This is an optimization exercise on Yosys and OpenROAD, whose aim is small area, a short achievable clock period and few clock cycles, not a production implementation. Only simulation tests tie the RTL to the original design; equivalence was not proved. The flow treats the clock pin as an ideal source, which a real chip does not have. Power figures rest on the tool's default switching activity, not on a simulated workload.

Design gpu_property_tlv_parser, start of the top module:
module gpu_property_tlv_parser (
   input  logic         clock,
   input  logic         reset,
   input  logic         req_tvalid,
   output logic         req_tready,
   input  logic [7:0]   req_tdata,
   input  logic         req_tlast,
   output logic         rsp_tvalid,
   input  logic         rsp_tready,
   output logic [399:0] rsp_tdata,
   output logic [1:0]   rsp_tuser
);
   logic        val_ff;       
   logic [2:0]  pos_ff;       
   logic [1:0]  len_ff;       
   logic [6:0]  idlo_ff;      
   logic        hiz_ff;       
   logic [7:0][7:0] acc_ff;   
   logic [9:0]  lsel_ff;      
   logic        seen_ff;      
   logic        fin_ff;       
   logic        trunc_ff;     
   logic        busy_ff;      
   logic        clr_ff;       
   logic        p2_ff;        
   logic        p2st_ff;      
   logic        rvalid_ff;
   logic [1:0]  status_ff;
   logic        rdy_ff;
   logic [399:0] store_ff;
   logic        accept, tl_acc, hand, pres;
   logic [2:0]  last_pos;
   logic        val_done;
   logic        val_d;
   logic        busy_d, p2_d;
   logic [9:0]  match;
   logic [9:0]  csel;         
   logic        trunc_now;
   assign accept = req_tvalid && rdy_ff;
   assign tl_acc = accept && req_tlast;
   assign hand   = rvalid_ff && rsp_tready;
   assign pres   = p2_ff && (clr_ff || !busy_ff);
   always_comb begin
      case (len_ff)
         2'd0:    last_pos = 3'd0;
         2'd1:    last_pos = 3'd1;
         2'd2:    last_pos = 3'd3;
         default: last_pos = 3'd7;
      endcase
   end
   assign val_done  = val_ff && (pos_ff == last_pos);
   assign trunc_now = val_ff ? !val_done : (pos_ff[1:0] == 2'd3);
   always_comb begin
      match = '0;
      if (hiz_ff) begin
         case (idlo_ff)
            gptlv_pkg::IdProduct:  match[0] = 1'b1;
            gptlv_pkg::IdVersion:  match[1] = 1'b1;
            gptlv_pkg::IdMinorRev: match[2] = 1'b1;
            gptlv_pkg::IdMajorRev: match[3] = 1'b1;
            gptlv_pkg::IdFreq:     match[4] = 1'b1;
            gptlv_pkg::IdMemory:   match[5] = 1'b1;
            gptlv_pkg::IdShader:   match[6] = 1'b1;
            gptlv_pkg::IdTiler:    match[7] = 1'b1;
            gptlv_pkg::IdL2:       match[8] = 1'b1;
  ...
==> module gpu_property_tlv_parser, before the edit <==
module gpu_property_tlv_parser (
   input  logic         clock,
   input  logic         reset,
   input  logic         req_tvalid,
   output logic         req_tready,
   input  logic [7:0]   req_tdata,
   input  logic         req_tlast,
   output logic         rsp_tvalid,
   input  logic         rsp_tready,
   output logic [399:0] rsp_tdata,
   output logic [1:0]   rsp_tuser
);
   logic        val_ff;       
   logic [2:0]  pos_ff;       
   logic [1:0]  len_ff;       
   logic [6:0]  idlo_ff;      
   logic        hiz_ff;       
   logic [7:0][7:0] acc_ff;   
   logic [9:0]  lsel_ff;      
   logic        seen_ff;      
   logic        fin_ff;       
   logic        trunc_ff;     
   logic        busy_ff;      
   logic        clr_ff;       
   logic        p2_ff;        
   logic        p2st_ff;      
   logic        rvalid_ff;
   logic [1:0]  status_ff;
   logic        rdy_ff;
   logic [399:0] store_ff;
   logic        accept, tl_acc, hand, pres;
   logic [2:0]  last_pos;
   logic        val_done;
   logic        val_d;
   logic        busy_d, p2_d;
   logic [9:0]  match;
   logic [9:0]  csel;         
   logic        trunc_now;
   assign accept = req_tvalid && rdy_ff;
   assign tl_acc = accept && req_tlast;
   assign hand   = rvalid_ff && rsp_tready;
   assign pres   = p2_ff && (clr_ff || !busy_ff);
   always_comb begin
      case (len_ff)
         2'd0:    last_pos = 3'd0;
         2'd1:    last_pos = 3'd1;
         2'd2:    last_pos = 3'd3;
         default: last_pos = 3'd7;
      endcase
   end
   assign val_done  = val_ff && (pos_ff == last_pos);
   assign trunc_now = val_ff ? !val_done : (pos_ff[1:0] == 2'd3);
   always_comb begin
      match = '0;
      if (hiz_ff) begin
         case (idlo_ff)
            gptlv_pkg::IdProduct:  match[0] = 1'b1;
            gptlv_pkg::IdVersion:  match[1] = 1'b1;
            gptlv_pkg::IdMinorRev: match[2] = 1'b1;
            gptlv_pkg::IdMajorRev: match[3] = 1'b1;
            gptlv_pkg::IdFreq:     match[4] = 1'b1;
            gptlv_pkg::IdMemory:   match[5] = 1'b1;
            gptlv_pkg::IdShader:   match[6] = 1'b1;
            gptlv_pkg::IdTiler:    match[7] = 1'b1;
            gptlv_pkg::IdL2:       match[8] = 1'b1;
            gptlv_pkg::IdEngines:  match[9] = 1'b1;
            default: ;
         endcase
      end
   end
   assign csel = clr_ff ? 10'd0 : lsel_ff;
   always_comb begin
      val_d = val_ff;
      if (reset) val_d = 1'b0;
      else if (accept) begin
         if (req_tlast) val_d = 1'b0;
         else if (val_ff) val_d = !val_done;
         else val_d = (pos_ff[1:0] == 2'd3);
      end
   end
   always_comb begin
      busy_d = busy_ff;
      p2_d   = p2_ff;
      if (reset) begin
         busy_d = 1'b0;
         p2_d   = 1'b0;
      end else begin
         if (tl_acc && !busy_ff) busy_d = 1'b1;
         else if (pres) busy_d = 1'b1;
         else if (clr_ff) busy_d = 1'b0;
         if (tl_acc && busy_ff) p2_d = 1'b1;
         else if (pres) p2_d = 1'b0;
      end
   end
   always_ff @(posedge clock) begin
      if (reset) begin
         val_ff <= 1'b0;
         pos_ff <= '0;
      end else if (accept) begin
         val_ff <= val_d;
         if (req_tlast) begin
            pos_ff <= '0;
         end else if (val_ff) begin
            pos_ff <= val_done ? 3'd0 : pos_ff + 3'd1;
         end else begin
            pos_ff <= (pos_ff[1:0] == 2'd3) ? 3'd0 : pos_ff + 3'd1;
         end
      end
   end
   always_ff @(posedge clock) begin
      if (accept && !val_ff) begin
         case (pos_ff[1:0])
            2'd0: begin
               len_ff       <= req_tdata[1:0];
               idlo_ff[5:0] <= req_tdata[7:2];
            end
            2'd1: begin
               idlo_ff[6] <= req_tdata[0];
               hiz_ff     <= (req_tdata[7:1] == 7'd0);
            end
            default: hiz_ff <= hiz_ff && (req_tdata == 8'd0);
         endcase
      end
   end
   for (genvar i = 0; i < 8; i++) begin : g_lane
      always_ff @(posedge clock) begin
         if (accept && val_ff && pos_ff == 3'(i)) acc_ff[i] <= req_tdata;
      end
   end
   always_ff @(posedge clock) begin
      if (reset) begin
         lsel_ff <= '1;
         fin_ff  <= 1'b0;
         seen_ff <= 1'b0;
      end else begin
         lsel_ff <= (accept && val_done) ? match : 10'd0;
         if (hand) lsel_ff <= '1;
         fin_ff  <= tl_acc && !busy_ff;
         if (fin_ff) seen_ff <= 1'b0;
         else if (csel[0]) seen_ff <= 1'b1;
      end
      trunc_ff <= trunc_now;
   end
   always_ff @(posedge clock) begin
      if (reset) begin
         rvalid_ff <= 1'b0;
         clr_ff    <= 1'b1;
         rdy_ff    <= 1'b1;
      end else begin
         if (fin_ff || pres) rvalid_ff <= 1'b1;
         else if (hand) rvalid_ff <= 1'b0;
         clr_ff <= hand;
         rdy_ff <= !p2_d && !(busy_d && val_d);
      end
      busy_ff <= busy_d;
      p2_ff   <= p2_d;
      if (tl_acc && busy_ff) p2st_ff <= trunc_now;
      if (fin_ff) begin
         if (trunc_ff) status_ff <= gptlv_pkg::STATUS_TRUNCATED;
         else if (seen_ff || csel[0]) status_ff <= gptlv_pkg::STATUS_OK;
         else status_ff <= gptlv_pkg::STATUS_NO_PRODUCT;
      end else if (pres) begin
         status_ff <= p2st_ff ? gptlv_pkg::STATUS_TRUNCATED : gptlv_pkg::STATUS_NO_PRODUCT;
      end
   end
   logic [63:0] src;
   logic [9:0]  load;
   for (genvar b = 0; b < 8; b++) begin : g_src
      logic keep;
      assign keep = !clr_ff && (len_ff == 2'd3 || (len_ff == 2'd2 && b < 4) ||
                                (len_ff == 2'd1 && b < 2) || b == 0);
      assign src[8*b +: 8] = keep ? acc_ff[b] : 8'd0;
   end
   assign load = lsel_ff;
   always_ff @(posedge clock) begin
      if (load[0]) store_ff[31:0]    <= src[31:0];
      if (load[1]) store_ff[47:32]   <= src[15:0];
      if (load[2]) store_ff[63:48]   <= src[15:0];
      if (load[3]) store_ff[79:64]   <= src[15:0];
      if (load[4]) store_ff[111:80]  <= src[31:0];
      if (load[5]) store_ff[175:112] <= src;
      if (load[6]) store_ff[239:176] <= src;
      if (load[7]) store_ff[303:240] <= src;
      if (load[8]) store_ff[367:304] <= src;
      if (load[9]) store_ff[399:368] <= src[31:0];
   end
   assign req_tready = rdy_ff;
   assign rsp_tvalid = rvalid_ff;
   assign rsp_tuser  = status_ff;
   assign rsp_tdata  = store_ff;
endmodule
==> flow/config.mk <==
export PLATFORM = sky130hd
export DESIGN_NAME = gpu_property_tlv_parser
export DESIGN_NICKNAME = gpu_property_tlv_parser
export VERILOG_FILES = /design/flow/design.v
export SDC_FILE = /design/flow/constraint.sdc
export NUM_CORES = 4
export LEC_CHECK = 0
export CAP_MARGIN = 20
export CORE_MARGIN = 2
export CORE_UTILIZATION = 40
export CTS_CLUSTER_DIAMETER = 60
export CTS_CLUSTER_SIZE = 25
export PLACE_DENSITY = 0.45
export SETUP_SLACK_MARGIN = 3.0
export SLEW_MARGIN = 20
==> flow/constraint.sdc <==
create_clock -name core_clock -period 5.0 [get_ports {clock}]
set_input_delay 1.0000 -clock core_clock [delete_from_list [all_inputs] [get_ports {clock}]]
set_output_delay 1.0000 -clock core_clock [all_outputs]
set_load 0.01 [all_outputs]
standard.sh (not shown) runs the stock make flow with config.mk's settings and CLKGATE_MAP_FILE= SYNTH_SCRIPT=/design/flow/synth_recipe.tcl, a recipe that flattens the netlist after the stock synthesis.
==> flow/flow/run.sh <==
#!/bin/bash
# Standard ORFS layout, with one change after clock tree synthesis
# (post_cts.tcl): the tree's root buffer, which only relays the clock port to
# the first branching buffers, is removed so that the port drives those
# buffers directly. This takes one buffer stage off every register's clock
# path alike; the clock tree below it is untouched.
set -euo pipefail
bash standard.sh "POST_CTS_TCL=$PWD/flow/post_cts.tcl" "BUFFER_PORTS_ARGS=-buffer_cell sky130_fd_sc_hd__buf_1" finish > standard_flow.log 2>&1
==> flow/flow/post_cts.tcl <==
set block [ord::get_db_block]
set port_net [[$block findBTerm clock] getNet]
set sinks [$port_net getITerms]
if {[llength $sinks] == 1} {
  set root [[lindex $sinks 0] getInst]
  set out_net [[$root findITerm X] getNet]
  set loads {}
  foreach it [$out_net getITerms] {
    if {[$it getInst] != $root} { lappend loads $it }
  }
  if {[llength $loads] <= 4 && [string match "sky130_fd_sc_hd__clkbuf_*" [[$root getMaster] getName]]} {
    puts "post_cts: bypassing root buffer [$root getName] ([llength $loads] loads)"
    [$root findITerm A] disconnect
    [$root findITerm X] disconnect
    foreach it $loads {
      $it disconnect
      $it connect $port_net
    }
    odb::dbInst_destroy $root
    odb::dbNet_destroy $out_net
    estimate_parasitics -placement
    repair_timing_helper
    detailed_placement
    check_placement -verbose
    estimate_parasitics -placement
    report_clock_latency
  }
}
The starting point passed the timing, design-rule and antenna checks.
Testbench counts at the start, summed over its fixed seeds: cycles 28,137.
==> next run, changes <==
--- a/flow/design.v
+++ b/flow/design.v
@@ -136,13 +136,15 @@
             end
             default: hiz_ff <= hiz_ff && (req_tdata == 8'd0);
          endcase
       end
    end
+   logic [7:0] acc_din;
+   assign acc_din = (val_ff && !reset) ? req_tdata : 8'd0;
    for (genvar i = 0; i < 8; i++) begin : g_lane
       always_ff @(posedge clock) begin
-         if (accept && val_ff && pos_ff == 3'(i)) acc_ff[i] <= req_tdata;
+         if (reset || !val_ff || (accept && pos_ff == 3'(i))) acc_ff[i] <= acc_din;
       end
    end
    always_ff @(posedge clock) begin
       if (reset) begin
          lsel_ff <= '1;
@@ -179,16 +181,11 @@
          status_ff <= p2st_ff ? gptlv_pkg::STATUS_TRUNCATED : gptlv_pkg::STATUS_NO_PRODUCT;
       end
    end
    logic [63:0] src;
    logic [9:0]  load;
-   for (genvar b = 0; b < 8; b++) begin : g_src
-      logic keep;
-      assign keep = !clr_ff && (len_ff == 2'd3 || (len_ff == 2'd2 && b < 4) ||
-                                (len_ff == 2'd1 && b < 2) || b == 0);
-      assign src[8*b +: 8] = keep ? acc_ff[b] : 8'd0;
-   end
+   assign src  = acc_ff;
    assign load = lsel_ff;
    always_ff @(posedge clock) begin
       if (load[0]) store_ff[31:0]    <= src[31:0];
       if (load[1]) store_ff[47:32]   <= src[15:0];
       if (load[2]) store_ff[63:48]   <= src[15:0];
What happened: Power is lower by about 1.4%; critical path depth stays the same; design area went down by about 1.5%; utilization rises by 0.65 points; sequential power went down by about 2%; non-clock buffer count rose by 2; die area falls by 2.5%; final cell count is lower by about 3%; global-route usage increases by 0.19 points; area after synthesis came out lower by 2.6%; worst setup slack gets worse by 0.019 ns.
Testbench counts after the change, summed over its fixed seeds: cycles 28,137.

afterwards: timing with drivers on the ports:
In the flow no input, the clock included, has a driving cell. The finished layouts below were timed again as built, in two steps.
Step 1, drivers: a clkbuf_16 drives clock and a buf_2 each remaining input, both assumed.
Step 2 times the ports against the registers' clock, not the clock port: input delays grow and output delays shrink by t, the midpoint of the rising clock arrivals with the driver on.
Slacks: ideal / step 1 / step 2; pairs: ideal / step 1.
run	shift t [ns]	setup WS [ns]	hold WS [ns]	latest minus earliest clock arrival (ns)
the first run	0.470	3.091 / 2.977 / 2.752	0.516 / 0.516 / 0.516	0.022 / 0.022
the second run	0.466	3.072 / 2.965 / 2.733	0.506 / 0.506 / 0.506	0.023 / 0.023
After both steps every run listed still meets setup and hold.
